What follows belongs to an exercise in optimizing a design on an open flow for small area, a short achievable clock period and few clock cycles per item; a production flow would make more cautious choices. The RTL was checked by simulation tests, not by an equivalence proof against the original design. Power and IR drop assume default switching activity.

==> flow/design.v <==
`timescale 1ns/1ps
package dpPkg;
    localparam int dataWidth    = 32;
    localparam int regCount     = 16;
    localparam int regAddrWidth = 4;
    typedef logic [regAddrWidth-1:0] regAddrT;
    typedef logic [dataWidth-1:0]    wordT;
    typedef enum logic [3:0] {
        opAnd = 4'd0,
        opEor = 4'd1,
        opSub = 4'd2,
        opRsb = 4'd3,
        opAdd = 4'd4,
        opAdc = 4'd5,
        opSbc = 4'd6,
        opRsc = 4'd7,
        opTst = 4'd8,
        opTeq = 4'd9,
        opCmp = 4'd10,
        opCmn = 4'd11,
        opOrr = 4'd12,
        opMov = 4'd13,
        opBic = 4'd14,
        opMvn = 4'd15
    } aluOpT;
    typedef struct packed {
        logic n;
        logic z;
        logic c;
        logic v;
    } flagsT;
    typedef struct packed {
        logic [5:0] upper;    
        logic       immFlag;
        aluOpT      op;
        logic       setFlags;
        regAddrT    rn;
        regAddrT    rd;
        logic [3:0] rotate;   
        logic [7:0] imm8;
    } instrT;
    typedef struct packed {
        aluOpT   op;
        logic    setFlags;
        logic    writes;
        regAddrT rd;
        wordT    a;
        wordT    b;
    } operandT;
    typedef struct packed {
        regAddrT rd;
        logic    writes;
        wordT    value;
        flagsT   flags;
    } resultT;
endpackage
`timescale 1ns/1ps
module pipeReg #(
    parameter int width = 1
) (
    input  logic    Clk,
    input  logic    reset,
    input  logic    inValid,
    output logic    inReady,
    input  logic [width-1:0] inData,
    output logic    outValid,
    input  logic    outReady,
    output logic [width-1:0] outData
);
    logic    full;
    logic [width-1:0] data;
    assign inReady  = !full || outReady;  
    assign outValid = full;
    assign outData  = data;
    always_ff @(posedge Clk) begin
        if (reset) begin
            full <= 1'b0;
        end else if (inValid && inReady) begin
            full <= 1'b1;
        end else if (outReady) begin
            full <= 1'b0;
        end
    end
    always_ff @(posedge Clk) begin
        if (inValid && inReady) data <= inData;  
    end
endmodule
`timescale 1ns/1ps
module registerFile (
    input  logic           Clk,
    input  logic           reset,
    input  dpPkg::regAddrT rdAddrA,
    input  logic           bypA,       
    input  dpPkg::regAddrT rdAddrB,
    input  logic           bypB,
    input  dpPkg::wordT    bypData,
    output dpPkg::wordT    rdDataA,
    output dpPkg::wordT    rdDataB,
    input  logic           wrEn,
    input  dpPkg::regAddrT wrAddr,
    input  dpPkg::wordT    wrData
);
    dpPkg::wordT regs [0:dpPkg::regCount-1];
    logic [dpPkg::regCount-1:0] valid;
    logic [dpPkg::regCount-1:0] selA, selB;
    always_comb begin
        for (int i = 0; i < dpPkg::regCount; i++) begin
            selA[i] = (rdAddrA == i) && valid[i] && !bypA;
            selB[i] = (rdAddrB == i) && valid[i] && !bypB;
        end
    end
    always_comb begin
        rdDataA = bypA ? bypData : '0;
        rdDataB = bypB ? bypData : '0;
        for (int i = 0; i < dpPkg::regCount; i++) begin
            rdDataA = rdDataA | (regs[i] & {dpPkg::dataWidth{selA[i]}});
            rdDataB = rdDataB | (regs[i] & {dpPkg::dataWidth{selB[i]}});
        end
    end
    always_ff @(posedge Clk) begin
        if (reset) begin
            valid <= '0;
        end else if (wrEn) begin
            valid[wrAddr] <= 1'b1;
        end
    end
    always_ff @(posedge Clk) begin
        if (wrEn) regs[wrAddr] <= wrData;
    end
endmodule
`timescale 1ns/1ps
module operandFetch (
    input  dpPkg::instrT   instr,
    output dpPkg::regAddrT rdAddrA,
    output dpPkg::regAddrT rdAddrB,
    output logic           bypA,
    output logic           bypB,
    input  dpPkg::wordT    rdDataA,
    input  dpPkg::wordT    rdDataB,
    input  logic           slotValid,
    input  dpPkg::regAddrT slotRd,
    input  logic           execValid,
    input  dpPkg::regAddrT execRd,
    input  dpPkg::wordT    execData,
    output dpPkg::wordT    x,
    output dpPkg::wordT    y,
    output logic [1:0]     cinMode,    
    output logic           arith,
    output logic           selAnd,
    output logic           selXor,
    output logic           selOr,
    output logic           selY,
    output logic           setFlags,
    output logic           writes
);
    dpPkg::aluOpT op;
    logic isCompare;
    logic invA, invB;
    logic hitEA, hitEB;
    dpPkg::wordT bReg;
    assign op        = instr.op;
    assign isCompare = (op[3:2] == 2'b10);
    assign rdAddrA = instr.rn;
    assign rdAddrB = instr.imm8[3:0];
    assign bypA  = slotValid && (slotRd == rdAddrA);
    assign bypB  = slotValid && (slotRd == rdAddrB);
    assign hitEA = execValid && (execRd == rdAddrA);
    assign hitEB = execValid && (execRd == rdAddrB) && !instr.immFlag;
    always_comb begin
        invA = 1'b0;
        invB = 1'b0;
        arith = 1'b1;
        cinMode = 2'b00;
        selAnd = 1'b0;
        selXor = 1'b0;
        selOr  = 1'b0;
        selY   = 1'b0;
        case (op)
            dpPkg::opAnd, dpPkg::opTst: begin arith = 1'b0; selAnd = 1'b1; end
            dpPkg::opEor, dpPkg::opTeq: begin arith = 1'b0; selXor = 1'b1; end
            dpPkg::opSub, dpPkg::opCmp: begin invB = 1'b1; cinMode = 2'b01; end
            dpPkg::opRsb:               begin invA = 1'b1; cinMode = 2'b01; end
            dpPkg::opAdd, dpPkg::opCmn: cinMode = 2'b00;
            dpPkg::opAdc:               cinMode = 2'b10;
            dpPkg::opSbc:               begin invB = 1'b1; cinMode = 2'b10; end
            dpPkg::opRsc:               begin invA = 1'b1; cinMode = 2'b10; end
            dpPkg::opOrr:               begin arith = 1'b0; selOr = 1'b1; end
            dpPkg::opMov:               begin arith = 1'b0; selY = 1'b1; end
            dpPkg::opBic:               begin arith = 1'b0; selAnd = 1'b1; invB = 1'b1; end
            dpPkg::opMvn:               begin arith = 1'b0; selY = 1'b1; invB = 1'b1; end
        endcase
    end
    assign setFlags = instr.setFlags || isCompare;
    assign writes   = !isCompare;
    assign bReg = instr.immFlag ? {{(dpPkg::dataWidth-8){1'b0}}, instr.imm8} : rdDataB;
    assign x = (hitEA ? execData : rdDataA) ^ {dpPkg::dataWidth{invA}};
    assign y = (hitEB ? execData : bReg)    ^ {dpPkg::dataWidth{invB}};
endmodule
`timescale 1ns/1ps
module aluCore (
    input  dpPkg::wordT  x,
    input  dpPkg::wordT  y,
    input  logic         cin,
    input  logic         arith,
    input  logic         selAnd,
    input  logic         selXor,
    input  logic         selOr,
    input  logic         selY,
    output dpPkg::wordT  result,
    output logic         n,
    output logic         z,
    output logic         c,
    output logic         v
);
    logic [dpPkg::dataWidth:0] sum;
    dpPkg::wordT logicRes;
    dpPkg::wordT zeroCarry;
    logic        zArith;
    assign sum = {1'b0, x} + {1'b0, y} + {{dpPkg::dataWidth{1'b0}}, cin};
    assign logicRes = ((x & y) & {dpPkg::dataWidth{selAnd}}) |
                      ((x ^ y) & {dpPkg::dataWidth{selXor}}) |
                      ((x | y) & {dpPkg::dataWidth{selOr}})  |
                      (y & {dpPkg::dataWidth{selY}});
    assign result = arith ? sum[dpPkg::dataWidth-1:0] : logicRes;
    assign zeroCarry = {x[dpPkg::dataWidth-2:0] | y[dpPkg::dataWidth-2:0], cin};
    assign zArith    = ((x ^ y ^ zeroCarry) == '0);
    assign n = result[dpPkg::dataWidth-1];
    assign z = arith ? zArith : (logicRes == '0);
    assign c = sum[dpPkg::dataWidth];
    assign v = (x[dpPkg::dataWidth-1] == y[dpPkg::dataWidth-1]) &&
               (sum[dpPkg::dataWidth-1] != x[dpPkg::dataWidth-1]);
endmodule
`timescale 1ns/1ps
module executeStage (
    input  dpPkg::wordT  x,
    input  dpPkg::wordT  y,
    input  logic [1:0]   cinMode,
    input  logic         arith,
    input  logic         selAnd,
    input  logic         selXor,
    input  logic         selOr,
    input  logic         selY,
    input  logic         setFlags,
    input  dpPkg::flagsT flagsIn,
    output dpPkg::wordT  value,
    output dpPkg::flagsT flagsOut
);
    logic cin;
    logic n, z, c, v;
    assign cin = cinMode[1] ? flagsIn.c : cinMode[0];
    aluCore alu (
        .x, .y, .cin, .arith, .selAnd, .selXor, .selOr, .selY,
        .result(value), .n, .z, .c, .v
    );
    always_comb begin
        flagsOut = flagsIn;
        if (setFlags) begin
            flagsOut.n = n;
            flagsOut.z = z;
            if (arith) begin
                flagsOut.c = c;
                flagsOut.v = v;
            end
        end
    end
endmodule
`timescale 1ns/1ps
module dpCore (
    input  logic   Clk,
    input  logic   reset,
    input  logic   inValid,
    output logic   inReady,
    input  logic [31:0] inInstr,
    output logic   outValid,
    input  logic   outReady,
    output logic [40:0] outResult
);
    dpPkg::instrT instr;
    logic eFull, rFull, wbValid;
    logic accept, eAdv;
    dpPkg::wordT    eX, eY;
    logic [1:0]     eCinMode;
    logic           eArith, eAnd, eXor, eOr, eSelY, eSet, eWrites;
    dpPkg::regAddrT eRd;
    dpPkg::regAddrT rRd;
    logic           rWrites;
    dpPkg::wordT    rVal;
    dpPkg::flagsT   rFlags;
    dpPkg::regAddrT rdAddrA, rdAddrB;
    logic           bypA, bypB;
    dpPkg::wordT    rdDataA, rdDataB;
    dpPkg::wordT    fX, fY;
    logic [1:0]     fCinMode;
    logic           fArith, fAnd, fXor, fOr, fSelY, fSet, fWrites;
    dpPkg::wordT    exValue;
    dpPkg::flagsT   exFlags;
    assign instr    = inInstr;
    assign inReady  = !eFull || !rFull || outReady;
    assign accept   = inValid && inReady;
    assign eAdv     = eFull && (!rFull || outReady);
    assign outValid = rFull;
    assign outResult = {rRd, rWrites, rVal, rFlags};
    operandFetch fetch (
        .instr, .rdAddrA, .rdAddrB, .bypA, .bypB, .rdDataA, .rdDataB,
        .slotValid(wbValid && rWrites), .slotRd(rRd),
        .execValid(eFull && eWrites), .execRd(eRd), .execData(exValue),
        .x(fX), .y(fY), .cinMode(fCinMode), .arith(fArith),
        .selAnd(fAnd), .selXor(fXor), .selOr(fOr), .selY(fSelY),
        .setFlags(fSet), .writes(fWrites)
    );
    registerFile regFile (
        .Clk, .reset, .rdAddrA, .bypA, .rdAddrB, .bypB, .bypData(rVal),
        .rdDataA, .rdDataB,
        .wrEn(wbValid && rWrites), .wrAddr(rRd), .wrData(rVal)
    );
    executeStage execute (
        .x(eX), .y(eY), .cinMode(eCinMode), .arith(eArith),
        .selAnd(eAnd), .selXor(eXor), .selOr(eOr), .selY(eSelY),
        .setFlags(eSet), .flagsIn(rFlags), .value(exValue), .flagsOut(exFlags)
    );
    always_ff @(posedge Clk) begin
        if (reset) begin
            eFull   <= 1'b0;
            rFull   <= 1'b0;
            wbValid <= 1'b0;
        end else begin
            eFull <= accept || (eFull && !eAdv);
            rFull <= eAdv || (rFull && !outReady);
            if (eAdv) wbValid <= 1'b1;
        end
    end
    always_ff @(posedge Clk) begin
        if (accept) begin
            eX       <= fX;
            eY       <= fY;
            eCinMode <= fCinMode;
            eArith   <= fArith;
            eAnd     <= fAnd;
            eXor     <= fXor;
            eOr      <= fOr;
            eSelY    <= fSelY;
            eSet     <= fSet;
            eWrites  <= fWrites;
            eRd      <= instr.rd;
        end
    end
    always_ff @(posedge Clk) begin
        if (eAdv) begin
            rRd     <= eRd;
            rWrites <= eWrites;
            rVal    <= exValue;
        end
    end
    always_ff @(posedge Clk) begin
        if (reset) begin
            rFlags <= '0;
        end else if (eAdv) begin
            rFlags <= exFlags;
        end
    end
endmodule
==> flow/run.sh <==
#!/bin/bash
# synth_recipe.tcl (not shown) runs the flow's synth.tcl, then flattens the netlist and writes it again
# the make line also repeats each setting of config.mk as NAME=value (left out here)
make -C /OpenROAD-flow-scripts/flow DESIGN_CONFIG=/design/flow/config.mk WORK_HOME=/design/flow/orfs CLKGATE_MAP_FILE= SYNTH_SCRIPT=/design/flow/synth_recipe.tcl finish
==> flow/config.mk <==
export PLATFORM = sky130hd
export DESIGN_NAME = dpCore
export DESIGN_NICKNAME = dpCore
export VERILOG_FILES = /design/flow/design.v
export SDC_FILE = /design/flow/constraint.sdc
export NUM_CORES = 4
export LEC_CHECK = 0
export CAP_MARGIN = 20
export CORE_MARGIN = 2
export CORE_UTILIZATION = 40
export PLACE_DENSITY = 0.6
export SLEW_MARGIN = 20
==> flow/constraint.sdc <==
create_clock -name core_clock -period 6.5 [get_ports {Clk}]
set_input_delay 1.3000 -clock core_clock [delete_from_list [all_inputs] [get_ports {Clk}]]
set_output_delay 1.3000 -clock core_clock [all_outputs]
set_load 0.01 [all_outputs]
==> summary.md, run 1 <==
| Metric | Value |
|---|---|
| Synth area leader | `edfxtp_1` |
| Most common cell in the netlist | `edfxtp_1` |
| Total gr overflow | `0` |
| Synth area leaders | `edfxtp_1, a22oi_1, a221oi_1, ha_1, xnor2_1` |
| Outcome | `complete, no violations` |
| Syn nets | `2725` |
| DP HPWL | `83700 um` |
| Synth top area share | `0.585` |
| CP Cell Sequence | `clkdlybuf4s50_1 > xor2_1 > nor4_4 > buf_4 > a21oi_4 > buf_4 > a222oi_1 > nand3_1 > nor3_1 > o2bb2ai_1 > xor2_1` |
| Fill count | `6917` |
| Post-synth EDFFs | `626` |
| Die width | `287 um` |
| Reg power frac | `0.500` |
| CTS tree | `done` |
| GRT Max-Usage Layer | `met2` |
| Slowest cell on crit path | `clkdlybuf4s50_1` |
| Mapped cell area | `0.0321 sq mm` |
| Main flop type after synthesis | `edfxtp_1` |
| Cells after Synth | `2618` |
| Largest net degree at the start of global routing | `72` |
| Nets@finish | `2786` |
| Critical Path Source Type | `input port` |
| Maximum fanout along the worst path | `17` |
| CTS Hold Bufs | `0` |
| CP arrival | `5.48 ns` |
| PortBufs | `68` |
| Clock skew | `0.0345 ns` |
| First-pass DRT Iterations | `10` |
| Yosys warning total | `4` |
| Initial Util | `0.406` |
| Psw | `2490 uW` |
| # H-tree levels | `3` |
| Final Hold Viols | `0` |
| Die area | `0.0826 sq mm` |
| Logic pwr share | `0.096` |
| Ys async rst share | `0` |
| Kind of critical path | `in -> reg` |
| Post-DRT Antenna Nets | `0` |
| # rows | `103` |
| Drt total wl | `135000 um` |
| First-pass GRT wire length | `189000 um` |
| Final Power | `9710 uW` |
| Met2 GRT Util | `0.479` |
| DRC Markers | `0` |
| Avg Inst Size Synth | `12.3 sq um` |
| Synth cell types | `85` |
| Pins Over Slew Limit | `0` |
| Sink Count | `649` |
| Share of cells above drive strength 1 | `0.112` |
| Sw Ratio | `0.256` |
| Inserted Clock Buffers | `69` |
| Pleak | `0.0121 uW` |
| GPL Wtd Cong | `0.946` |
| Clock Path Buffers | `3` |
| Clock Power Share | `0.404` |
| Peak VDD IR | `175 uV` |
| Cell area after layout | `0.0369 sq mm` |
| Synth cell count leaders | `edfxtp_1, a22oi_1, nand2_1, clkbuf_1, a221oi_1` |
| Number of post-CTS setup repair buffers | `0` |
| Total track usage | `0.321` |
| IO Count | `79` |
| MaxCap Viol Count | `0` |
| Reg clk slew, reported paths | `0.06 ns` |
| Int Power | `7220 uW` |
| Cell area power density | `263 mW/mm^2` |
| Sequential area share after synthesis | `0.599` |
| Tcrit/Tclk final | `0.785` |
| CP required | `6.87 ns` |
| Slew of the pin with the lowest slew margin | `1.26 ns` |
| Number of global-route vias before repair | `25800` |
| Largest stage delay, worst path | `1.00 ns` |
| Cell Area, Placed | `0.0347 sq mm` |
| Post-route minimum period | `5.10 ns` |
| #FFs+latches synth | `649` |
| WL/cell | `35.6 um` |
| Initial antenna violation count | `3` |
| Finish-stage setup viols | `0` |
| Core area | `0.0793 sq mm` |
| Vias/cell | `7.10` |
| Die height | `287 um` |
| TNS Setup | `0 ns` |
| Crit end category | `register` |
| Rel. slew slack | `0.158` |
| CTS root buffer | `clkbuf_16` |
| Worst Hold Class | `reg -> reg` |
| Met3 Use GR | `0.104` |
| Worst-Skew Late Latency | `0.64 ns` |
| F_max | `196 MHz` |
| CTS resizes | `0` |
| DR vias | `26900` |
| Layout area overhead | `14.9%` |
| RSZ-0062 raised after global routing | `no` |
| Met1 Use GR | `0.415` |
| DR iter-0 viols | `5411` |
==> power by group through the flow <==
stage	registers [uW]	logic (uW)	clock network [uW]
finish	4850	931	3930
global route	4860	983	4110
CTS	4840	905	3940
detailed placement	4930	899	0
global placement	4920	892	0
floorplan	4880	536	0
==> path summary, 6_finish.rpt <==
| check | slack, ns | start | to | depth (start not counted) |
|---|---|---|---|---|
| worst min-delay path | 0.47 | eWrites | rWrites | 0 |
| worst max register to register | 1.89 | eCinMode[1] | eX[20] | 13 |
| worst max-delay path | 1.40 | inInstr[0] | eY[20] | 11 |
| worst min register to register | 0.47 | eWrites | rWrites | 0 |
==> critical path, delay by kind of cell <==
family	cells	cell delay [ns]
AOI/OAI and AO/OA	3	0.79
xor gates and xnor gates	2	0.71
buffers and inverters	3	1.76
and+or+nand+nor	3	0.85
==> cell families (layout without fill, tap and decap cells) <==
group	after synthesis	in the layout	share of synthesized area
AOI/OAI and AO/OA	866	866	0.203
xor gates and xnor gates	138	138	0.0378
muxes	8	8	0.00261
and+or+nand+nor	591	591	0.0924
buffers and inverters	295	406	0.0368
adders and majority gates	71	71	0.0281
DFF	649	649	0.599
other	0	7	0
==> layout by cell type (no fill, tap or decap), types with 13 or more instances in the layout <==
master | Yosys | routed
a211oi_1 | 23 | 15
a21oi_1 | 121 | 109
a21oi_4 | 0 | 15
a221o_1 | 42 | 42
a221oi_1 | 124 | 124
a222oi_1 | 55 | 55
a22o_1 | 67 | 67
a22oi_1 | 190 | 190
a31oi_1 | 21 | 21
and2_2 | 0 | 13
and3_1 | 28 | 23
buf_4 | 3 | 116
clkbuf_16 | 0 | 70
clkdlybuf4s50_1 | 0 | 68
dfxtp_1 | 23 | 23
edfxtp_1 | 626 | 626
ha_1 | 69 | 69
inv_1 | 92 | 92
nand2_1 | 156 | 156
nand3_1 | 96 | 96
nand4_1 | 76 | 76
nor2_1 | 94 | 91
nor2b_1 | 17 | 17
nor3_1 | 30 | 30
nor4_1 | 22 | 21
o21ai_0 | 92 | 92
o22ai_1 | 26 | 26
xnor2_1 | 81 | 80
xor2_1 | 56 | 56
==> routing by layer <==
metal	wire length, um	vias to the layer above	part of all wire
li1	-	10700	-
met5	10	-	0.000074
met1	48500	13100	0.36
met3	19900	575	0.15
met4	8250	2	0.061
met2	58200	2574	0.43
==> sequential cells by signal, summed over array words and instances, names as in the netlist <==
signal / flops
regFile.valid: 16
eFull: 1
eArith: 1
eSet: 1
regFile.regs: 512
rFull: 1
eCinMode: 2
eWrites: 1
eY: 32
eRd: 4
rWrites: 1
eOr: 1
eX: 32
eSelY: 1
eAnd: 1
eXor: 1
rRd: 4
rVal: 32
wbValid: 1
rFlags: 4
==> stage by stage <==
stage,instances,setup slack (ns),hold WS [ns],util
2_1_floorplan,2618,2.75,0.426,-
5_1_grt,3779,1.38,0.490,0.466
3_3_place_gp,3658,1.03,0.451,0.438
3_5_place_dp,3658,0.997,0.469,0.438
6_report,3786,1.40,0.470,0.466
4_1_cts,3779,1.69,0.473,0.465
==> cell type report <==
cell class / count / area [sq um] / share of cell area
tap: 1050 / 1310 / 0.0356
sequential: 649 / 19300 / 0.522
timing repair buffer: 192 / 1710 / 0.0464
multi-input combinational: 1674 / 12100 / 0.327
inverter: 93 / 349 / 0.00946
antenna: 7 / 17.5 / 0.000475
clock buffer: 84 / 1820 / 0.0494
clock inverter: 37 / 377 / 0.0102
Testbench counts, summed over its fixed seeds: cycles 8,016, items 8,000.
==> run 2, diff against run 1 <==
--- a/flow/design.v
+++ b/flow/design.v
@@ -92,6 +92,3 @@
     input  dpPkg::regAddrT rdAddrA,
-    input  logic           bypA,       
     input  dpPkg::regAddrT rdAddrB,
-    input  logic           bypB,
-    input  dpPkg::wordT    bypData,
     output dpPkg::wordT    rdDataA,
@@ -107,4 +104,4 @@
         for (int i = 0; i < dpPkg::regCount; i++) begin
-            selA[i] = (rdAddrA == i) && valid[i] && !bypA;
-            selB[i] = (rdAddrB == i) && valid[i] && !bypB;
+            selA[i] = (rdAddrA == i) && valid[i];
+            selB[i] = (rdAddrB == i) && valid[i];
         end
@@ -112,4 +109,4 @@
     always_comb begin
-        rdDataA = bypA ? bypData : '0;
-        rdDataB = bypB ? bypData : '0;
+        rdDataA = '0;
+        rdDataB = '0;
         for (int i = 0; i < dpPkg::regCount; i++) begin
@@ -135,11 +132,9 @@
     output dpPkg::regAddrT rdAddrB,
-    output logic           bypA,
-    output logic           bypB,
     input  dpPkg::wordT    rdDataA,
     input  dpPkg::wordT    rdDataB,
-    input  logic           slotValid,
-    input  dpPkg::regAddrT slotRd,
     input  logic           execValid,
     input  dpPkg::regAddrT execRd,
-    input  dpPkg::wordT    execData,
+    input  dpPkg::wordT    execCarry,
+    input  dpPkg::wordT    execIf0,
+    input  dpPkg::wordT    execIf1,
     output dpPkg::wordT    x,
@@ -164,4 +159,2 @@
     assign rdAddrB = instr.imm8[3:0];
-    assign bypA  = slotValid && (slotRd == rdAddrA);
-    assign bypB  = slotValid && (slotRd == rdAddrB);
     assign hitEA = execValid && (execRd == rdAddrA);
@@ -195,4 +188,11 @@
     assign bReg = instr.immFlag ? {{(dpPkg::dataWidth-8){1'b0}}, instr.imm8} : rdDataB;
-    assign x = (hitEA ? execData : rdDataA) ^ {dpPkg::dataWidth{invA}};
-    assign y = (hitEB ? execData : bReg)    ^ {dpPkg::dataWidth{invB}};
+    dpPkg::wordT xIf0, xIf1, yIf0, yIf1;
+    assign xIf0 = (hitEA ? execIf0 : rdDataA) ^ {dpPkg::dataWidth{invA}};
+    assign xIf1 = (hitEA ? execIf1 : rdDataA) ^ {dpPkg::dataWidth{invA}};
+    assign yIf0 = (hitEB ? execIf0 : bReg)    ^ {dpPkg::dataWidth{invB}};
+    assign yIf1 = (hitEB ? execIf1 : bReg)    ^ {dpPkg::dataWidth{invB}};
+    for (genvar i = 0; i < dpPkg::dataWidth; i++) begin : pick
+        assign x[i] = execCarry[i] ? xIf1[i] : xIf0[i];
+        assign y[i] = execCarry[i] ? yIf1[i] : yIf0[i];
+    end
 endmodule
@@ -208,5 +208,6 @@
     input  logic         selY,
-    output dpPkg::wordT  result,
-    output logic         n,
-    output logic         z,
+    output dpPkg::wordT  carry,      
+    output dpPkg::wordT  resIf0,     
+    output dpPkg::wordT  resIf1,     
+    output logic         zNoCarry,   
     output logic         c,
@@ -214,3 +215,7 @@
 );
-    logic [dpPkg::dataWidth:0] sum;
+    localparam int W = dpPkg::dataWidth;
+    dpPkg::wordT p, g, t;
+    dpPkg::wordT gl [0:5];
+    dpPkg::wordT pl [0:5];
+    logic [W:0]  cy;
     dpPkg::wordT logicRes;
@@ -218,15 +223,34 @@
     logic        zArith;
-    assign sum = {1'b0, x} + {1'b0, y} + {{dpPkg::dataWidth{1'b0}}, cin};
-    assign logicRes = ((x & y) & {dpPkg::dataWidth{selAnd}}) |
-                      ((x ^ y) & {dpPkg::dataWidth{selXor}}) |
-                      ((x | y) & {dpPkg::dataWidth{selOr}})  |
-                      (y & {dpPkg::dataWidth{selY}});
-    assign result = arith ? sum[dpPkg::dataWidth-1:0] : logicRes;
-    assign zeroCarry = {x[dpPkg::dataWidth-2:0] | y[dpPkg::dataWidth-2:0], cin};
-    assign zArith    = ((x ^ y ^ zeroCarry) == '0);
-    assign n = result[dpPkg::dataWidth-1];
-    assign z = arith ? zArith : (logicRes == '0);
-    assign c = sum[dpPkg::dataWidth];
-    assign v = (x[dpPkg::dataWidth-1] == y[dpPkg::dataWidth-1]) &&
-               (sum[dpPkg::dataWidth-1] != x[dpPkg::dataWidth-1]);
+    assign p = x ^ y;
+    assign g = x & y;
+    assign t = x | y;
+    assign gl[0] = g;
+    assign pl[0] = p;
+    for (genvar l = 0; l < 5; l++) begin : level
+        for (genvar i = 0; i < W; i++) begin : bitpos
+            if (i >= (1 << l)) begin : merge
+                assign gl[l+1][i] = gl[l][i] | (pl[l][i] & gl[l][i - (1 << l)]);
+                assign pl[l+1][i] = pl[l][i] & pl[l][i - (1 << l)];
+            end else begin : pass
+                assign gl[l+1][i] = gl[l][i];
+                assign pl[l+1][i] = pl[l][i];
+            end
+        end
+    end
+    assign cy[0] = cin;
+    for (genvar i = 0; i < W; i++) begin : carries
+        assign cy[i+1] = gl[5][i] | (pl[5][i] & cin);
+    end
+    assign carry = cy[W-1:0];
+    assign logicRes = (g & {W{selAnd}}) |
+                      (p & {W{selXor}}) |
+                      (t & {W{selOr}})  |
+                      (y & {W{selY}});
+    assign resIf0 = arith ? p  : logicRes;
+    assign resIf1 = arith ? ~p : logicRes;
+    assign zeroCarry = {t[W-2:0], cin};
+    assign zArith    = ((p ^ zeroCarry) == '0);
+    assign zNoCarry = arith ? zArith : (logicRes == '0);
+    assign c = cy[W];
+    assign v = cy[W] ^ cy[W-1];  
 endmodule
@@ -244,2 +268,5 @@
     input  dpPkg::flagsT flagsIn,
+    output dpPkg::wordT  carry,
+    output dpPkg::wordT  resIf0,
+    output dpPkg::wordT  resIf1,
     output dpPkg::wordT  value,
@@ -248,3 +275,3 @@
     logic cin;
-    logic n, z, c, v;
+    logic z, c, v;
     assign cin = cinMode[1] ? flagsIn.c : cinMode[0];
@@ -252,4 +279,7 @@
         .x, .y, .cin, .arith, .selAnd, .selXor, .selOr, .selY,
-        .result(value), .n, .z, .c, .v
+        .carry, .resIf0, .resIf1, .zNoCarry(z), .c, .v
     );
+    for (genvar i = 0; i < dpPkg::dataWidth; i++) begin : pick
+        assign value[i] = carry[i] ? resIf1[i] : resIf0[i];
+    end
     always_comb begin
@@ -257,3 +287,3 @@
         if (setFlags) begin
-            flagsOut.n = n;
+            flagsOut.n = value[dpPkg::dataWidth-1];
             flagsOut.z = z;
@@ -277,5 +307,5 @@
 );
-    dpPkg::instrT instr;
-    logic eFull, rFull, wbValid;
-    logic accept, eAdv;
+    logic dFull, eFull, rFull;
+    logic accept, dAdv, eAdv;
+    dpPkg::instrT   dInstr;
     dpPkg::wordT    eX, eY;
@@ -289,3 +319,2 @@
     dpPkg::regAddrT rdAddrA, rdAddrB;
-    logic           bypA, bypB;
     dpPkg::wordT    rdDataA, rdDataB;
@@ -294,8 +323,8 @@
     logic           fArith, fAnd, fXor, fOr, fSelY, fSet, fWrites;
-    dpPkg::wordT    exValue;
+    dpPkg::wordT    exValue, exCarry, exIf0, exIf1;
     dpPkg::flagsT   exFlags;
-    assign instr    = inInstr;
-    assign inReady  = !eFull || !rFull || outReady;
-    assign accept   = inValid && inReady;
     assign eAdv     = eFull && (!rFull || outReady);
+    assign dAdv     = dFull && (!eFull || !rFull || outReady);
+    assign inReady  = !dFull || !eFull || !rFull || outReady;
+    assign accept   = inValid && inReady;
     assign outValid = rFull;
@@ -303,5 +332,4 @@
     operandFetch fetch (
-        .instr, .rdAddrA, .rdAddrB, .bypA, .bypB, .rdDataA, .rdDataB,
-        .slotValid(wbValid && rWrites), .slotRd(rRd),
-        .execValid(eFull && eWrites), .execRd(eRd), .execData(exValue),
+        .instr(dInstr), .rdAddrA, .rdAddrB, .rdDataA, .rdDataB,
+        .execValid(eFull && eWrites), .execRd(eRd), .execCarry(exCarry), .execIf0(exIf0), .execIf1(exIf1),
         .x(fX), .y(fY), .cinMode(fCinMode), .arith(fArith),
@@ -311,5 +339,4 @@
     registerFile regFile (
-        .Clk, .reset, .rdAddrA, .bypA, .rdAddrB, .bypB, .bypData(rVal),
-        .rdDataA, .rdDataB,
-        .wrEn(wbValid && rWrites), .wrAddr(rRd), .wrData(rVal)
+        .Clk, .reset, .rdAddrA, .rdAddrB, .rdDataA, .rdDataB,
+        .wrEn(eAdv && eWrites), .wrAddr(eRd), .wrData(exValue)
     );
@@ -318,3 +345,4 @@
         .selAnd(eAnd), .selXor(eXor), .selOr(eOr), .selY(eSelY),
-        .setFlags(eSet), .flagsIn(rFlags), .value(exValue), .flagsOut(exFlags)
+        .setFlags(eSet), .flagsIn(rFlags), .carry(exCarry), .resIf0(exIf0), .resIf1(exIf1),
+        .value(exValue), .flagsOut(exFlags)
     );
@@ -322,9 +350,9 @@
         if (reset) begin
+            dFull   <= 1'b0;
             eFull   <= 1'b0;
             rFull   <= 1'b0;
-            wbValid <= 1'b0;
         end else begin
-            eFull <= accept || (eFull && !eAdv);
+            dFull <= accept || (dFull && !dAdv);
+            eFull <= dAdv || (eFull && !eAdv);
             rFull <= eAdv || (rFull && !outReady);
-            if (eAdv) wbValid <= 1'b1;
         end
@@ -333,2 +361,14 @@
         if (accept) begin
+            dInstr.immFlag  <= inInstr[25];
+            dInstr.op       <= dpPkg::aluOpT'(inInstr[24:21]);
+            dInstr.setFlags <= inInstr[20];
+            dInstr.rn       <= inInstr[19:16];
+            dInstr.rd       <= inInstr[15:12];
+            dInstr.imm8     <= inInstr[7:0];
+        end
+    end
+    assign dInstr.upper  = '0;
+    assign dInstr.rotate = '0;
+    always_ff @(posedge Clk) begin
+        if (dAdv) begin
             eX       <= fX;
@@ -343,3 +383,3 @@
             eWrites  <= fWrites;
-            eRd      <= instr.rd;
+            eRd      <= dInstr.rd;
         end
--- a/flow/config.mk
+++ b/flow/config.mk
@@ -11,2 +11,3 @@
 export PLACE_DENSITY = 0.6
+export SETUP_SLACK_MARGIN = 3.2
 export SLEW_MARGIN = 20
==> run 2 against run 1 <==
Compared with the run above: synthesized area is 0.32% lower; synthesized cell count fell by 4.4%; register-to-register slack gained 1.3 ns; maximum frequency is 55% higher; clock skew is 0.013 ns lower; first-iteration DRC count decreased by 19%; combinational power increased by 4.5%; non-clock buffer count grew 3; die area shrank 0.32%; via count decreased by 7.6%; global-route usage is 3.5 points lower; critical path type is now reg -> reg; largest cell class unchanged.
==> summary.md, run 2 <==
| Metric | Value |
|---|---|
| Vias/cell | `6.76` |
| Die width | `287 um` |
| Tcrit/Tclk final | `0.507` |
| Crit-path leading delay family | `simple AND/OR/NAND/NOR gates` |
| Synth cell count leaders | `edfxtp_1, a22oi_1, nand2_1, clkbuf_1, a221oi_1` |
| Outcome | `complete, no violations` |
| Clock skew | `0.0217 ns` |
| PortBufs | `68` |
| Slowest cell on crit path | `nor4_1` |
| Pins Over Slew Limit | `0` |
| Ys async rst share | `0` |
| Die area | `0.0824 sq mm` |
| CTS tree | `done` |
| Final Hold Viols | `0` |
| Nets@finish | `2677` |
| Most common cell in the netlist | `edfxtp_1` |
| Largest stage delay, worst path | `0.63 ns` |
| DRC Markers | `0` |
| Mapped cell area | `0.0320 sq mm` |
| Crit end category | `register` |
| Commonest non-fill, non-tap cell in the layout | `edfxtp_1` |
| MaxCap Viol Count | `0` |
| Peak VDD IR | `148 uV` |
| Post-route minimum period | `3.30 ns` |
| Number of global-route vias before repair | `23800` |
| Initial Util | `0.405` |
| CP required | `6.83 ns` |
| Crit Reg-Reg Startpoint | `dInstr[1]` |
| Post-synth EDFFs | `648` |
| Avg Inst Size Synth | `12.8 sq um` |
| Worst setup path start | `dInstr[1]` |
| Kind of critical path | `reg -> reg` |
| DR vias | `24900` |
| Dpl cells | `3492` |
| First-pass GRT wire length | `170000 um` |
| Final Power | `10200 uW` |
| GPL Wtd Cong | `0.917` |
| Synth top area share | `0.607` |
| # H-tree levels | `3` |
| Max reg flops | `512` |
| DR iter-0 viols | `4388` |
| Most frequent cells in the layout | `edfxtp_1, a22oi_1, nand2_1` |
| Reg power frac | `0.498` |
| Reg2Reg Capture Point | `eY[13]` |
| RSZ-0062 raised after global routing | `yes` |
| Crit path to | `eY[13]` |
| DP HPWL | `66300 um` |
| TNS Setup | `0 ns` |
| First-pass DRT Iterations | `8` |
| Int Power | `7720 uW` |
| # rows | `103` |
| Maximum fanout along the worst path | `18` |
| Non-Filler Instances | `3679` |
| Drt total wl | `121000 um` |
| Cells after Synth | `2502` |
| Total track usage | `0.286` |
| Synth cell types | `62` |
| WL/cell | `32.9 um` |
| Reg area | `0.0201 sq mm` |
| FF-to-FF setup slack | `3.20 ns` |
| Cell area after layout | `0.0375 sq mm` |
| Psw | `2440 uW` |
| Fill count | `6899` |
| F_max | `303 MHz` |
| Synth area leader | `edfxtp_1` |
| Clock Power Share | `0.406` |
| Reg with most FFs | `regFile.regs` |
| Sink Count | `680` |
| IO Count | `79` |
| Reg clk slew, reported paths | `0.06 ns` |
| Die height | `287 um` |
| Total gr overflow | `0` |
| Initial antenna violation count | `3` |
| Sw Ratio | `0.240` |
| CP arrival | `3.63 ns` |
| Cell Area, Placed | `0.0341 sq mm` |
| Worst R2R Path Depth | `10` |
| Main flop type after synthesis | `edfxtp_1` |
| Largest net degree at the start of global routing | `52` |
| Stages on the worst setup path | `10` |
| Critical Path Source Type | `register` |
| Pleak | `0.0131 uW` |
| Synth area leaders | `edfxtp_1, a22oi_1, a221oi_1, a22o_1, ha_1` |
| Inserted Clock Buffers | `72` |
| Layout area overhead | `17.1%` |
| CTS root buffer | `clkbuf_16` |
| Sequential area share after synthesis | `0.627` |
| Worst path bufs/invs | `2` |
| Rel. slew slack | `0.353` |
| Yosys warning total | `9` |
| Share of cells above drive strength 1 | `0.150` |
| CP Cell Sequence | `inv_1 > nor2_1 > and3_2 > buf_4 > a22oi_1 > nand2_1 > nor4_1 > nor3_1 > a21oi_1 > xnor2_1` |
| Worst-Skew Late Latency | `0.62 ns` |
| Syn nets | `2608` |
| Multi-input logic area | `0.0117 sq mm` |
| Logic pwr share | `0.096` |
| Worst Hold Class | `reg -> reg` |
| Cell area power density | `271 mW/mm^2` |
| Post-DRT Antenna Nets | `0` |
| Slew of the pin with the lowest slew margin | `0.967 ns` |
| Core area | `0.0791 sq mm` |
| #FFs+latches synth | `680` |
| Finish-stage setup viols | `0` |
| Clock Path Buffers | `3` |
run 2: final cells by class:
type	count	area share
sequential	680	0.536
inverter	91	0.00914
multi-input combinational	1531	0.311
antenna	4	0.000267
clock buffer	82	0.0502
timing repair buffer	195	0.0466
clock inverter	46	0.0117
tap	1050	0.0350
run 2: repair_timing:
action / in CTS / in global routing
hold buffers: 0 / 0
buffers inserted: 30 / 23
pin swaps: 17 / 12
setup endpoints to repair: 387 / 534
gates resized for setup: 51 / 90
cloned: 2 / 0
run 2: how the worst min path moves through the flow:
| stage | cells after the start | from | to |
|---|---|---|---|
| finish | 0 | fCinMode[1] | eCinMode[1] |
| global route | 0 | fCinMode[1] | eCinMode[1] |
| CTS | 0 | fCinMode[1] | eCinMode[1] |
| detailed placement | 0 | fArith | eArith |
| global placement | 0 | fCinMode[1] | eCinMode[1] |
| floorplan | 0 | fAnd | eAnd |
run 2: kinds of logic after synthesis:
group	share of synthesized area
AO/OA/AOI/OAI	0.180
XOR/XNOR	0.0364
adder cells (fa/ha/maj)	0.0276
buffers and inverters	0.0346
flip-flops	0.627
multiplexers	0.0179
AND/OR/NAND/NOR	0.0763
run 2: power by group through the flow:
stage | sequential [uW] | clock, uW | combinational, uW
after floorplan | 5140 | 0 | 500
after CTS | 5060 | 4170 | 887
after detailed placement | 5160 | 0 | 827
final | 5060 | 4120 | 973
after global placement | 5150 | 0 | 812
after global routing | 5060 | 4340 | 1030
run 2: routing by layer:
layer  GRT usage  wire, um  up-vias
met4       0.143      6470        0
met2       0.422     51800     2169
met1       0.387     45400    12200
li1            -         -    10000
met3      0.0802     17200      466
met5           0         0        -
run 2: through the flow:
stage | setup WS (ns) | utilization | hold WS [ns]
6_report | 3.20 | 0.474 | 0.403
2_1_floorplan | 2.74 | - | 0.386
4_1_cts | 2.86 | 0.466 | 0.404
5_1_grt | 3.15 | 0.474 | 0.405
3_5_place_dp | 2.08 | 0.430 | 0.389
3_3_place_gp | 2.10 | 0.430 | 0.393
Testbench counts of run 2, summed over its fixed seeds: cycles 8,024, items 8,000.
==> run 3, diff against run 2 <==
--- a/flow/config.mk
+++ b/flow/config.mk
@@ -10,2 +10,5 @@
 export CORE_UTILIZATION = 40
+export CTS_BUF_LIST = sky130_fd_sc_hd__clkbuf_16
+export CTS_CLUSTER_DIAMETER = 60
+export CTS_CLUSTER_SIZE = 25
 export PLACE_DENSITY = 0.6
==> run 3 against run 2 <==
Compared with the run above: maximum frequency down 1.2%; highest routed layer is now met5; count of clock-buffer cells in the layout down 35; critical path type unchanged; non-clock buffer count up 2; clock power down 21%; cell count down 1.2%; first-iteration DRC count up 0.25%; sequential share of layout area up 1.0 points; flip-flop and latch count unchanged; via count down 1.1%.
==> summary.md, run 3 <==
| Metric | Value |
|---|---|
| TNS Setup | `0 ns` |
| Number of global-route vias before repair | `23500` |
| Post-layout util | `0.465` |
| Synth cell types | `62` |
| Clock Path Buffers | `3` |
| Reg2Reg Capture Point | `eY[16]` |
| Outcome | `complete, no violations` |
| Crit end category | `register` |
| Crit path to | `eY[16]` |
| Reg clk slew, reported paths | `0.08 ns` |
| Ys async rst share | `0` |
| Die width | `287 um` |
| # H-tree levels | `2` |
| Yosys warning total | `9` |
| Cell area power density | `252 mW/mm^2` |
| DRC Markers | `0` |
| Crit Reg-Reg Startpoint | `dInstr[2]` |
| Largest stage delay, worst path | `0.74 ns` |
| PortBufs | `68` |
| Layout area overhead | `14.9%` |
| Dpl cells | `3492` |
| Share of cells above drive strength 1 | `0.142` |
| Syn nets | `2608` |
| Finish-stage setup viols | `0` |
| Post-synth EDFFs | `648` |
| Total gr overflow | `0` |
| Pins Over Slew Limit | `0` |
| Synth Area in Simple Gates | `0.0763` |
| Mux contribution to synthesized area | `0.0179` |
| Total track usage | `0.283` |
| Synth Area in Compound Gates | `0.180` |
| IO Count | `79` |
| Max reg flops | `512` |
| Reg area | `0.0201 sq mm` |
| FF-to-FF setup slack | `3.16 ns` |
| WL/cell | `33.0 um` |
| Xor/xnor share of the synthesized area | `0.0364` |
| Die area | `0.0824 sq mm` |
| Initial Util | `0.405` |
| Largest family of logic cells by synthesized area | `compound AO/OA/AOI/OAI gates` |
| CP arrival | `3.69 ns` |
| Tcrit/Tclk final | `0.513` |
| RSZ-0062 raised after global routing | `no` |
| Initial antenna violation count | `4` |
| DP HPWL | `66300 um` |
| Critical Path Source Type | `register` |
| Nets@finish | `2653` |
| Slew of the pin with the lowest slew margin | `1.10 ns` |
| Commonest non-fill, non-tap cell in the layout | `edfxtp_1` |
| Main flop type after synthesis | `edfxtp_1` |
| Kind of critical path | `reg -> reg` |
| Hold Startpoint | `fCinMode[0]` |
| CP Cell Sequence | `inv_1 > nor2_1 > and3_2 > buf_4 > a22oi_1 > nand2_1 > nor4_1 > nor3_1 > a21oi_1 > xnor2_1` |
| #FFs+latches synth | `680` |
| Inserted Clock Buffers | `46` |
| Cells after Synth | `2502` |
| Reg with most FFs | `regFile.regs` |
| Non-Filler Instances | `3634` |
| MaxCap Viol Count | `0` |
| Core area | `0.0791 sq mm` |
| Mapped cell area | `0.0320 sq mm` |
| F_max | `300 MHz` |
| # rows | `103` |
| Drt total wl | `120000 um` |
| Die height | `287 um` |
| Final Hold Viols | `0` |
| Post-route minimum period | `3.34 ns` |
| Synth area leader | `edfxtp_1` |
| GPL Wtd Cong | `0.917` |
| Worst-Skew Late Latency | `0.64 ns` |
| DR iter-0 viols | `4399` |
| Worst setup path start | `dInstr[2]` |
| Sink Count | `680` |
| CTS root buffer | `clkbuf_16` |
| Sequential area share after synthesis | `0.627` |
| Cell Area, Placed | `0.0341 sq mm` |
| Cell area after layout | `0.0368 sq mm` |
| Synth cell count leaders | `edfxtp_1, a22oi_1, nand2_1, clkbuf_1, a221oi_1` |
| Vias/cell | `6.76` |
| Peak VDD IR | `188 uV` |
| Adder-cell share of the synthesized area | `0.0276` |
| Slowest cell on crit path | `nor4_1` |
| Rel. slew slack | `0.263` |
| CTS tree | `done` |
| DR vias | `24600` |
| Largest net degree at the start of global routing | `52` |
| First-pass GRT wire length | `168000 um` |
| CP required | `6.85 ns` |
| Clock skew | `0.0243 ns` |
| Maximum fanout along the worst path | `19` |
| Synth top area share | `0.607` |
| Avg Inst Size Synth | `12.8 sq um` |
| First-pass DRT Iterations | `6` |
| Worst Hold Class | `reg -> reg` |
| Most frequent cells in the layout | `edfxtp_1, a22oi_1, nand2_1` |
| Most common cell in the netlist | `edfxtp_1` |
| Multi-input logic area | `0.0117 sq mm` |
| Worst R2R Path Depth | `10` |
| Fill count | `6937` |
| Pleak | `0.0128 uW` |
| Synth area leaders | `edfxtp_1, a22oi_1, a221oi_1, a22o_1, ha_1` |
| Post-DRT Antenna Nets | `0` |
==> run 3: cell counts after synthesis <==
Identical to the previous run, type by type.
==> run 3: logic make-up (layout without fill, tap and decap cells) <==
family                   Yosys count  in the layout
buffers and inverters            293            372
AO/OA/AOI/OAI                    756            756
XOR/XNOR                         133            133
AND/OR/NAND/NOR                  514            516
adder cells (fa/ha/maj)           70             70
multiplexers                      56             56
other                              0              1
flip-flops                       680            680
==> run 3: critical path: cells and delay by family (launching register included) <==
kind,cells,cell delay [ns]
AO/OA/AOI/OAI,2,0.46
XOR/XNOR,1,0.09
buffers and inverters,2,0.51
flip-flops,1,0.51
AND/OR/NAND/NOR,5,1.46
==> run 3: how the worst min path moves through the flow <==
stage	to	cells after the start
finish	eCinMode[0]	0
global route	eCinMode[1]	0
CTS	eCinMode[1]	0
detailed placement	eArith	0
global placement	eCinMode[1]	0
floorplan	eAnd	0
==> run 3: area by class of cell <==
| class | instances | share of cell area |
|---|---|---|
| sequential | 680 | 0.546 |
| multi-input combinational | 1531 | 0.317 |
| timing repair buffer | 197 | 0.0462 |
| tap | 1050 | 0.0357 |
| clock buffer | 47 | 0.0319 |
| clock inverter | 37 | 0.0135 |
| inverter | 91 | 0.00931 |
| antenna | 1 | 0.0000680 |
==> run 3: report_power, final <==
part | internal, uW | switching [uW] | total (uW)
clock network | 1520 | 1740 | 3260
logic | 340 | 640 | 979
registers | 5000 | 46.0 | 5050
==> run 3: layer usage <==
layer / GRT usage / wire, um / up-vias
met4: 0.130 / 6470 / 4
met5: 0 / 110 / -
met1: 0.382 / 44200 / 12000
met2: 0.419 / 51600 / 2179
met3: 0.0852 / 17400 / 472
li1: - / - / 9945
==> run 3: metrics by stage <==
stage                     setup WS (ns)  hold slack, ns  power [uW]
final                              3.16           0.410        9290
after floorplan                    2.74           0.386        5640
after global routing               3.19           0.413        9560
after global placement             2.10           0.393        5970
after detailed placement           2.08           0.389        5980
after CTS                          2.84           0.411        9250
==> run 3: repair_timing <==
| action | CTS | global route |
|---|---|---|
| buffers inserted | 27 | 28 |
| gates resized for setup | 51 | 81 |
| gates cloned | 2 | 0 |
| hold buffers | 0 | 0 |
| pin swaps | 16 | 18 |
| endpoints found under the setup margin | 387 | 498 |
==> run 4, diff against run 3 <==
--- a/flow/config.mk
+++ b/flow/config.mk
@@ -14,3 +14,3 @@
 export PLACE_DENSITY = 0.6
-export SETUP_SLACK_MARGIN = 3.2
+export SETUP_SLACK_MARGIN = 3.4
 export SLEW_MARGIN = 20
==> run 4 against run 3 <==
Compared with the run above: sequential share of layout area down 1.5 points; critical endpoint is now regFile.regs[8][14]; largest cell class unchanged; clock skew up 0.013 ns; flip-flop and latch count unchanged; count of clock-buffer cells in the layout up 5; critical path type is now in -> reg.
==> summary.md, run 4 <==
| Metric | Value |
|---|---|
| DP HPWL | `70200 um` |
| CTS Hold Bufs | `0` |
| Worst-Skew Late Latency | `0.64 ns` |
| Final Power | `9550 uW` |
| Non-Filler Instances | `3678` |
| Inserted Clock Buffers | `51` |
| Core area | `0.0791 sq mm` |
| Xor/xnor share of the synthesized area | `0.0364` |
| Synth area leaders | `edfxtp_1, a22oi_1, a221oi_1, a22o_1, ha_1` |
| CTS tree | `done` |
| TNS Setup | `0 ns` |
| Wire length on met2 | `53200 um` |
| Main flop type after synthesis | `edfxtp_1` |
| Dpl cells | `3491` |
| Synth cell types | `62` |
| Commonest non-fill, non-tap cell in the layout | `edfxtp_1` |
| Synth cell count leaders | `edfxtp_1, a22oi_1, nand2_1, clkbuf_1, a221oi_1` |
| Share of cells above drive strength 1 | `0.179` |
| Post-route minimum period | `3.25 ns` |
| Worst setup path start | `outReady` |
| First-pass GRT wire length | `173000 um` |
| PortBufs | `68` |
| Hold_ws | `0.408 ns` |
| Metal1 wirelength | `45600 um` |
| F_max | `308 MHz` |
| Mux contribution to synthesized area | `0.0179` |
| Max reg flops | `512` |
| Critical Path Source Type | `input port` |
| IO Count | `79` |
| Initial antenna violation count | `2` |
| Peak VDD IR | `206 uV` |
| Most common cell in the netlist | `edfxtp_1` |
| CP required | `6.82 ns` |
| Die area | `0.0824 sq mm` |
| Ys async rst share | `0` |
| Clock Path Buffers | `3` |
| Synth top area share | `0.607` |
| Vias/cell | `6.85` |
| Final Hold Viols | `0` |
| MaxCap Viol Count | `0` |
| Worst Hold Class | `reg -> reg` |
| Pins Over Slew Limit | `0` |
| #FFs+latches synth | `680` |
| Slew of the pin with the lowest slew margin | `1.26 ns` |
| Outcome | `complete, no violations` |
| Cell area power density | `252 mW/mm^2` |
| DRC Markers | `0` |
| GPL Wtd Cong | `0.930` |
| Kind of critical path | `in -> reg` |
| CTS root buffer | `clkbuf_16` |
| Maximum fanout along the worst path | `20` |
| Clock skew | `0.0377 ns` |
| Pleak | `0.0131 uW` |
| Total track usage | `0.294` |
| First-pass DRT Iterations | `9` |
| Sink Count | `680` |
| Rel. slew slack | `0.155` |
| Post-DRT Antenna Nets | `0` |
| Routed met3 length | `17800 um` |
| Finish-stage setup viols | `0` |
| Crit end category | `register` |
| Synth Area in Simple Gates | `0.0763` |
| Initial Util | `0.405` |
| Yosys warning total | `9` |
| WL/cell | `33.8 um` |
| Most frequent cells in the layout | `edfxtp_1, a22oi_1, nand2_1` |
| Die width | `287 um` |
| # H-tree levels | `2` |
| Crit Reg-Reg Startpoint | `eX[3]` |
| Synth area leader | `edfxtp_1` |
| Cell Area, Placed | `0.0342 sq mm` |
| Fill count | `6921` |
| Layout area overhead | `18.2%` |
| Max Used Layer | `met4` |
| Avg Inst Size Synth | `12.8 sq um` |
| Synth Area in Compound Gates | `0.180` |
| Nets@finish | `2693` |
| RSZ-0062 raised after global routing | `yes` |
| CP arrival | `3.56 ns` |
| DR vias | `25200` |
| Largest net degree at the start of global routing | `60` |
| DR iter-0 viols | `4484` |
| Adder-cell share of the synthesized area | `0.0276` |
| Tcrit/Tclk final | `0.500` |
| Die height | `287 um` |
| Number of global-route vias before repair | `24000` |
| Largest family of logic cells by synthesized area | `compound AO/OA/AOI/OAI gates` |
| Reg clk slew, reported paths | `0.08 ns` |
| Post-synth EDFFs | `648` |
| Sequential area share after synthesis | `0.627` |
| Hold Startpoint | `fCinMode[1]` |
| Syn nets | `2608` |
| # rows | `103` |
| Mapped cell area | `0.0320 sq mm` |
| Cell area after layout | `0.0379 sq mm` |
| Drt total wl | `124000 um` |
| Cells after Synth | `2502` |
| Reg with most FFs | `regFile.regs` |
| Total gr overflow | `0` |
-- run 4: cell counts after synthesis --
No cell type changed its count.
-- run 4: repair_timing --
action                     CTS  global route
gates cloned                 3             0
pin swaps                   37            37
gates resized for setup    148           103
buffers inserted            57            33
setup endpoints to repair  576           330
-- run 4: routing by layer --
layer	GRT usage	vias up
li1	-	10000
met1	0.384	12400
met2	0.441	2281
met3	0.0906	509
met4	0.151	0
met5	0.00640	-
-- run 4: critical path: stages --
cell and delay [ns]:
buf_2 0.10, nor2b_4 0.04, buf_4 0.17, nor2_4 0.25, nand2_2 0.23, nor2_4 0.99, buf_4 0.44
-- run 4: stage by stage --
step	utilization	worst slack, ns
after CTS	0.469	3.25
after detailed placement	0.432	2.21
after floorplan	-	3.25
after global placement	0.431	2.30
after global routing	0.478	3.29
final	0.479	3.25
-- run 4: worst paths after layout --
| kind | end | slack [ns] | cells after the start |
|---|---|---|---|
| worst max-delay path | regFile.regs[8][14] | 3.25 | 7 |
| worst min-delay path | eCinMode[1] | 0.41 | 0 |
| worst max register to register | eY[26] | 3.33 | 12 |
| worst min register to register | eCinMode[1] | 0.41 | 0 |
-- run 4: power by group --
group,internal (uW),switching (uW)
clock,1650,1770
combinational,393,686
sequential,5010,50.2
-- run 4: logic make-up (layout without fill, tap and decap cells) --
kind of cell,count (synthesis),after routing
muxes,56,58
other,0,2
AOI/OAI and AO/OA,756,756
buffers and inverters,293,414
and+or+nand+nor,514,515
adders and majority gates,70,70
xor gates and xnor gates,133,133
DFF,680,680
-- run 4: layout make-up --
| cell class | count | area, sq um | share of cell area |
|---|---|---|---|
| sequential | 680 | 20100 | 0.531 |
| multi-input combinational | 1532 | 12300 | 0.324 |
| timing repair buffer | 231 | 2060 | 0.0545 |
| tap | 1050 | 1310 | 0.0347 |
| clock buffer | 52 | 1300 | 0.0344 |
| clock inverter | 40 | 483 | 0.0128 |
| inverter | 91 | 345 | 0.00912 |
| antenna | 2 | 5.00 | 0.000132 |
==> run 5, diff against run 4 <==
--- a/flow/design.v
+++ b/flow/design.v
@@ -227,3 +227,3 @@
     assign gl[0] = g;
-    assign pl[0] = p;
+    assign pl[0] = t;
     for (genvar l = 0; l < 5; l++) begin : level
--- a/flow/config.mk
+++ b/flow/config.mk
@@ -14,3 +14,3 @@
 export PLACE_DENSITY = 0.6
-export SETUP_SLACK_MARGIN = 3.4
+export SETUP_SLACK_MARGIN = 3.3
 export SLEW_MARGIN = 20
==> run 5 against run 4 <==
Compared with the run above: global-route usage fell by 1.4 points; count of clock-buffer cells in the layout decreased by 3; register-to-register slack about the same; total power is 0.55% lower; cell count decreased by 0.95%; via count shrank 3.0%; first-iteration DRC count is 4.5% lower; flip-flop and latch count unchanged.
==> summary.md, run 5 <==
| Metric | Value |
|---|---|
| Outcome | `complete, no violations` |
| Slew of the pin with the lowest slew margin | `1.03 ns` |
| Main flop type after synthesis | `edfxtp_1` |
| Final Hold Viols | `0` |
| Largest net degree at the start of global routing | `74` |
| Nets@finish | `2662` |
| Initial antenna violation count | `3` |
| Number of global-route vias before repair | `23500` |
| First-pass GRT wire length | `166000 um` |
| Finish-stage setup viols | `0` |
| Setup ws final | `3.32 ns` |
| Synth top area share | `0.611` |
| Avg Inst Size Synth | `12.8 sq um` |
| Post-synth EDFFs | `648` |
| Maximum fanout along the worst path | `9` |
| CTS root buffer | `clkbuf_16` |
| Total track usage | `0.280` |
| #FFs+latches synth | `680` |
| Share of cells above drive strength 1 | `0.151` |
| Pre-CTS setup slack | `2.37 ns` |
| RSZ-0062 raised after global routing | `yes` |
| Tcrit/Tclk final | `0.488` |
| Commonest non-fill, non-tap cell in the layout | `edfxtp_1` |
| Clock Path Buffers | `3` |
| Synth area leader | `edfxtp_1` |
| Cells after Synth | `2485` |
| Total gr overflow | `0` |
| Initial Util | `0.404` |
| Post-route minimum period | `3.18 ns` |
| Pleak | `0.0129 uW` |
| WL/cell | `32.5 um` |
| First-pass DRT Iterations | `8` |
| Vias/cell | `6.71` |
| Drt total wl | `119000 um` |
| Most common cell in the netlist | `edfxtp_1` |
| Cell area power density | `256 mW/mm^2` |
| Kind of critical path | `reg -> reg` |
| # rows | `103` |
| Die height | `286 um` |
| Fill count | `6852` |
| Inserted Clock Buffers | `49` |
| Worst-Skew Late Latency | `0.67 ns` |
| Post-DRT Antenna Nets | `0` |
| Sequential area share after synthesis | `0.631` |
| Final Power | `9500 uW` |
| Sink Count | `680` |
| Core area | `0.0789 sq mm` |
| CTS tree | `done` |
| Reg with most FFs | `regFile.regs` |
| Crit end category | `register` |
| PortBufs | `68` |
| DR vias | `24400` |
| Worst R2R Path Depth | `13` |
| Synth area leaders | `edfxtp_1, a22oi_1, a221oi_1, a22o_1, ha_1` |
| CP arrival | `3.67 ns` |
| Mapped cell area | `0.0319 sq mm` |
| GPL Wtd Cong | `0.941` |
| Worst Hold Class | `reg -> reg` |
| Yosys warning total | `9` |
| Synth cell count leaders | `edfxtp_1, a22oi_1, nand2_1, clkbuf_1, a221oi_1` |
| CP required | `6.99 ns` |
| Syn nets | `2591` |
| IO Count | `79` |
| DP HPWL | `65200 um` |
| Layout area overhead | `16.2%` |
| Hold Crit Depth | `0` |
| Clock skew | `0.0520 ns` |
| Synth cell types | `76` |
| Die width | `286 um` |
| ANT cells | `0` |
| Ys async rst share | `0` |
| DRC Markers | `0` |
| Critical Path Source Type | `register` |
| MaxCap Viol Count | `0` |
| Peak VDD IR | `206 uV` |
| DR iter-0 viols | `4284` |
| Rel. slew slack | `0.315` |
| CTS Hold Bufs | `0` |
| Pins Over Slew Limit | `0` |
| Die area | `0.0819 sq mm` |
| Most frequent cells in the layout | `edfxtp_1, a22oi_1, nand2_1` |
| # H-tree levels | `2` |
| TNS Setup | `0 ns` |
| Reg clk slew, reported paths | `0.09 ns` |
| Max reg flops | `512` |
| F_max | `315 MHz` |
run 5: cell type report:
type	count	area [sq um]	share of cell area
Clock buffer	49	1230	0.0331
Tap cell	1050	1310	0.0355
Multi-Input combinational cell	1526	11700	0.315
Sequential cell	680	20100	0.543
Timing Repair Buffer	198	1730	0.0468
Clock inverter	39	589	0.0159
Inverter	101	413	0.0111
run 5: power by group:
part | total [uW] | internal [uW] | switching (uW)
clock | 3480 | 1650 | 1830
combinational | 964 | 330 | 634
sequential | 5060 | 5010 | 46.2
run 5: what timing repair did:
action,in CTS,in global routing
setup buffers,18,25
gates resized for setup,71,95
endpoints found under the hold margin,0,0
endpoints found under the setup margin,410,246
gates cloned,2,1
pin swaps,14,20
run 5: critical path: stages, from the launching register on:
cell	delay, ns
edfxtp_1	0.37
inv_1	0.08
ha_4	0.18
or3_4	0.40
or4_4	0.46
nor4_4	0.19
o21ai_2	0.12
a21o_1	0.21
a2bb2oi_2	0.18
xor2_2	0.30
nor2_2	0.10
nor2_4	0.11
buf_12	0.14
buf_6	0.17
run 5: stage by stage:
| stage | std cells | instance area (sq um) | hold slack (ns) | utilization |
|---|---|---|---|---|
| CTS | 3616 | 36300 | 0.412 | 0.461 |
| global route | 3643 | 37000 | 0.415 | 0.470 |
| global placement | 3508 | 34100 | 0.386 | 0.432 |
| floorplan | 2485 | 32000 | 0.386 | - |
| detailed placement | 3508 | 34100 | 0.389 | 0.432 |
| finish | 3643 | 37000 | 0.410 | 0.470 |
run 5: worst paths after layout:
kind	from	endpoint	slack [ns]
worst max-delay path	eX[16]	regFile.regs[0][29]	3.32
worst min-delay path	fXor	eXor	0.41
worst max register to register	eX[16]	regFile.regs[0][29]	3.32
worst min register to register	fXor	eXor	0.41
run 5: cells by family (layout without fill, tap and decap cells):
| group | count (synthesis) | after routing | synth area share |
|---|---|---|---|
| compound gates | 765 | 766 | 0.180 |
| xor+xnor | 134 | 134 | 0.0368 |
| fa+ha+maj | 70 | 70 | 0.0277 |
| buf+inv | 281 | 387 | 0.0333 |
| flops | 680 | 680 | 0.631 |
| mux | 42 | 42 | 0.0134 |
| simple gates | 513 | 514 | 0.0784 |
run 5: routing by layer:
metal	track usage	wire [um]	vias to the layer above
li1	-	-	9951
met1	0.356	42600	11900
met2	0.430	51800	2069
met3	0.100	18000	483
met4	0.122	6230	2
met5	0	19	-
Testbench counts of run 5, summed over its fixed seeds: cycles 8,024, items 8,000.
==> run 6, diff against run 5 <==
--- a/flow/config.mk
+++ b/flow/config.mk
@@ -14,3 +14,3 @@
 export PLACE_DENSITY = 0.6
-export SETUP_SLACK_MARGIN = 3.3
+export SETUP_SLACK_MARGIN = 3.5
 export SLEW_MARGIN = 20
==> run 6 against run 5 <==
Compared with the run above: combinational power grew 15%; cell count up 2.0%; cell area up 3.0%; total power down 2.1%; critical endpoint is now eY[15]; largest power group unchanged.
==> summary.md, run 6 <==
| Metric | Value |
|---|---|
| Mapped cell area | `0.0319 sq mm` |
| Met2 GRT Util | `0.448` |
| Core area | `0.0789 sq mm` |
| Outcome | `complete, no violations` |
| Post-route minimum period | `3.20 ns` |
| TNS Setup | `0 ns` |
| Reg clk slew, reported paths | `0.09 ns` |
| First-pass DRT Iterations | `6` |
| Syn nets | `2591` |
| Worst-Skew Late Latency | `0.64 ns` |
| Int Power | `6840 uW` |
| Kind of critical path | `reg -> reg` |
| CTS root buffer | `clkbuf_16` |
| Psw | `2460 uW` |
| #FFs+latches synth | `680` |
| DP HPWL | `65600 um` |
| Rel. slew slack | `0.270` |
| Tcrit/Tclk final | `0.492` |
| Worst Hold Class | `reg -> reg` |
| Peak VDD IR | `175 uV` |
| Ys async rst share | `0` |
| Synth area leader | `edfxtp_1` |
| Initial antenna violation count | `5` |
| # rows | `103` |
| Total track usage | `0.286` |
| Crit end category | `register` |
| GPL Wtd Cong | `0.920` |
| Reg power frac | `0.543` |
| Yosys warning total | `9` |
| F_max | `313 MHz` |
| CP arrival | `3.57 ns` |
| Sw Ratio | `0.265` |
| Maximum fanout along the worst path | `18` |
| Nets@finish | `2736` |
| Clock Power Share | `0.338` |
| Critical Path Source Type | `register` |
| IO Count | `79` |
| # H-tree levels | `2` |
| Initial Util | `0.404` |
| Pins Over Slew Limit | `0` |
| Logic pwr share | `0.119` |
| Reg area | `0.0201 sq mm` |
| Hold_ws | `0.409 ns` |
| Post-synth EDFFs | `648` |
| Reg with most FFs | `regFile.regs` |
| Number of global-route vias before repair | `23900` |
| Die height | `286 um` |
| Main flop type after synthesis | `edfxtp_1` |
| First-pass GRT wire length | `169000 um` |
| Fill count | `6834` |
| Finish-stage setup viols | `0` |
| Post-DRT Antenna Nets | `0` |
| Multi-input logic area | `0.0122 sq mm` |
| Largest net degree at the start of global routing | `71` |
| Cell area power density | `244 mW/mm^2` |
| Clock skew | `0.0309 ns` |
| DR vias | `24800` |
| Vias/cell | `6.67` |
| Share of cells above drive strength 1 | `0.197` |
| Met3 Use GR | `0.0921` |
| Sink Count | `680` |
| Met1 Use GR | `0.354` |
| Post-layout util | `0.484` |
| Commonest non-fill, non-tap cell in the layout | `edfxtp_1` |
| Most frequent cells in the layout | `edfxtp_1, a22oi_1, nand2_1` |
| Synth area leaders | `edfxtp_1, a22oi_1, a221oi_1, a22o_1, ha_1` |
| CP required | `6.87 ns` |
| Cells after Synth | `2485` |
| Synth top area share | `0.611` |
| PortBufs | `68` |
| Pleak | `0.0134 uW` |
| Slew of the pin with the lowest slew margin | `1.09 ns` |
| Layout area overhead | `19.7%` |
| WL/cell | `32.8 um` |
| DRC Markers | `0` |
| Inserted Clock Buffers | `45` |
| GRT Max-Usage Layer | `met2` |
| Max reg flops | `512` |
| Die width | `286 um` |
| Sequential area share after synthesis | `0.631` |
| DR iter-0 viols | `3691` |
| RSZ-0062 raised after global routing | `yes` |
| Avg Inst Size Synth | `12.8 sq um` |
| Most common cell in the netlist | `edfxtp_1` |
| Final Power | `9300 uW` |
| MaxCap Viol Count | `0` |
| Final Hold Viols | `0` |
| Clock Path Buffers | `3` |
| CTS tree | `done` |
| Total gr overflow | `0` |
| Synth cell count leaders | `edfxtp_1, a22oi_1, nand2_1, clkbuf_1, a221oi_1` |
| Drt total wl | `122000 um` |
| Die area | `0.0819 sq mm` |
| Synth cell types | `76` |
## run 6: cell count changes in the layout (fill, tap and decap cells not counted), sizes merged
| cell | before | now |
|---|---|---|
| clkinv | 13 | 9 |
| clkdlybuf4s50 | 66 | 63 |
| dlygate4sd2 | 0 | 2 |
| clkbuf | 49 | 46 |
| dlymetal6s2s | 0 | 1 |
| diode | 0 | 3 |
| clkinvlp | 3 | 7 |
| buf | 132 | 209 |
| bufinv | 4 | 1 |
## run 6: cells by family (layout without fill, tap and decap cells)
family | Yosys count | in the layout | share of synthesized area
AOI/OAI and AO/OA | 765 | 766 | 0.180
xor gates and xnor gates | 134 | 134 | 0.0368
adders and majority gates | 70 | 70 | 0.0277
buffers and inverters | 281 | 458 | 0.0333
DFF | 680 | 680 | 0.631
muxes | 42 | 42 | 0.0134
other | 0 | 3 | 0
and+or+nand+nor | 513 | 514 | 0.0784
## run 6: per-stage QoR
stage,cell area (sq um),std cells,worst slack (ns)
detailed placement,34100,3500,2.29
global placement,34100,3500,2.31
CTS,36700,3633,3.20
finish,38100,3717,3.30
floorplan,32200,2485,3.25
global route,38100,3714,3.19
## run 6: power groups by stage
| stage | sequential, uW | combinational, uW | clock [uW] |
|---|---|---|---|
| finish | 5050 | 1110 | 3140 |
| global route | 5060 | 1170 | 3320 |
| CTS | 5060 | 935 | 3170 |
| detailed placement | 5160 | 824 | 0 |
| global placement | 5160 | 808 | 0 |
| floorplan | 5150 | 499 | 0 |
## run 6: worst paths after layout
path                            startpoint     end  slack [ns]  cells past startpoint
worst max register to register      eY[13]  eY[15]        3.30                     13
worst min register to register        fAnd    eAnd        0.41                      0
worst max-delay path                eY[13]  eY[15]        3.30                     13
worst min-delay path                  fAnd    eAnd        0.41                      0
## run 6: metal layers
metal  vias up  part of all wire
met1     12200              0.35
met4         2             0.057
met5         -           0.00011
met3       444              0.14
li1      10100                 -
met2      2074              0.45
## run 6: repair_timing
action / 4_1_cts / 5_1_grt
hold buffers: 0 / 0
pin swaps: 33 / 58
gates cloned: 2 / 4
setup buffers: 50 / 77
setup endpoints to repair: 689 / 394
resized for setup: 139 / 163
## run 6: layout make-up
class,count,area share
Tap cell,1050,0.0344
Sequential cell,680,0.527
Clock inverter,36,0.0109
Inverter,101,0.0104
Clock buffer,45,0.0295
Timing Repair Buffer,276,0.0672
Antenna cell,3,0.000197
Multi-Input combinational cell,1526,0.320
## run 6: critical path, cell delays in order (launching register included)
cell and delay, ns:
edfxtp_1 0.39, inv_2 0.06, ha_4 0.17, nor4_4 0.35, and4_4 0.30, and3_4 0.18, a22o_4 0.16, buf_4 0.13
nor2_4 0.04, xnor2_1 0.12, mux2i_1 0.37, inv_2 0.27, o21ai_0 0.31, xnor2_1 0.09

[separate check: timing with driven ports]
Ports are ideal in the flow. The routed layouts listed here were re-timed in OpenROAD.
Step 1, drivers: a clkbuf_16 drives Clk and a buf_2 each remaining input, both assumed.
Step 2 adds t to the input delays and takes it off the output delays; t is the mean of the earliest and latest rising clock arrival at the registers after step 1. Input paths then give back, and output paths get back, about the clock's delay inside the block.
a / b / c = no drivers / after step 1 / after step 2; a / b = the first two.
run | t, ns | slack for setup (ns) | slew at the worst register clock pin (ns)
run 1 | 0.693 | 1.397 / 1.435 / 0.742 | 0.07 / 0.07
run 2 | 0.678 | 3.202 / 3.202 / 2.845 | 0.07 / 0.07
run 3 | 0.694 | 3.163 / 3.163 / 2.645 | 0.10 / 0.10
run 4 | 0.688 | 3.252 / 3.288 / 2.600 | 0.10 / 0.10
run 5 | 0.711 | 3.325 / 3.325 / 2.700 | 0.10 / 0.10
run 6 | 0.696 | 3.304 / 3.304 / 3.002 | 0.10 / 0.10
After both steps every run listed still meets setup and hold. The setup slack of run 1, which loses most, moves by +0.038 ns with the drivers and by -0.655 ns with both steps.
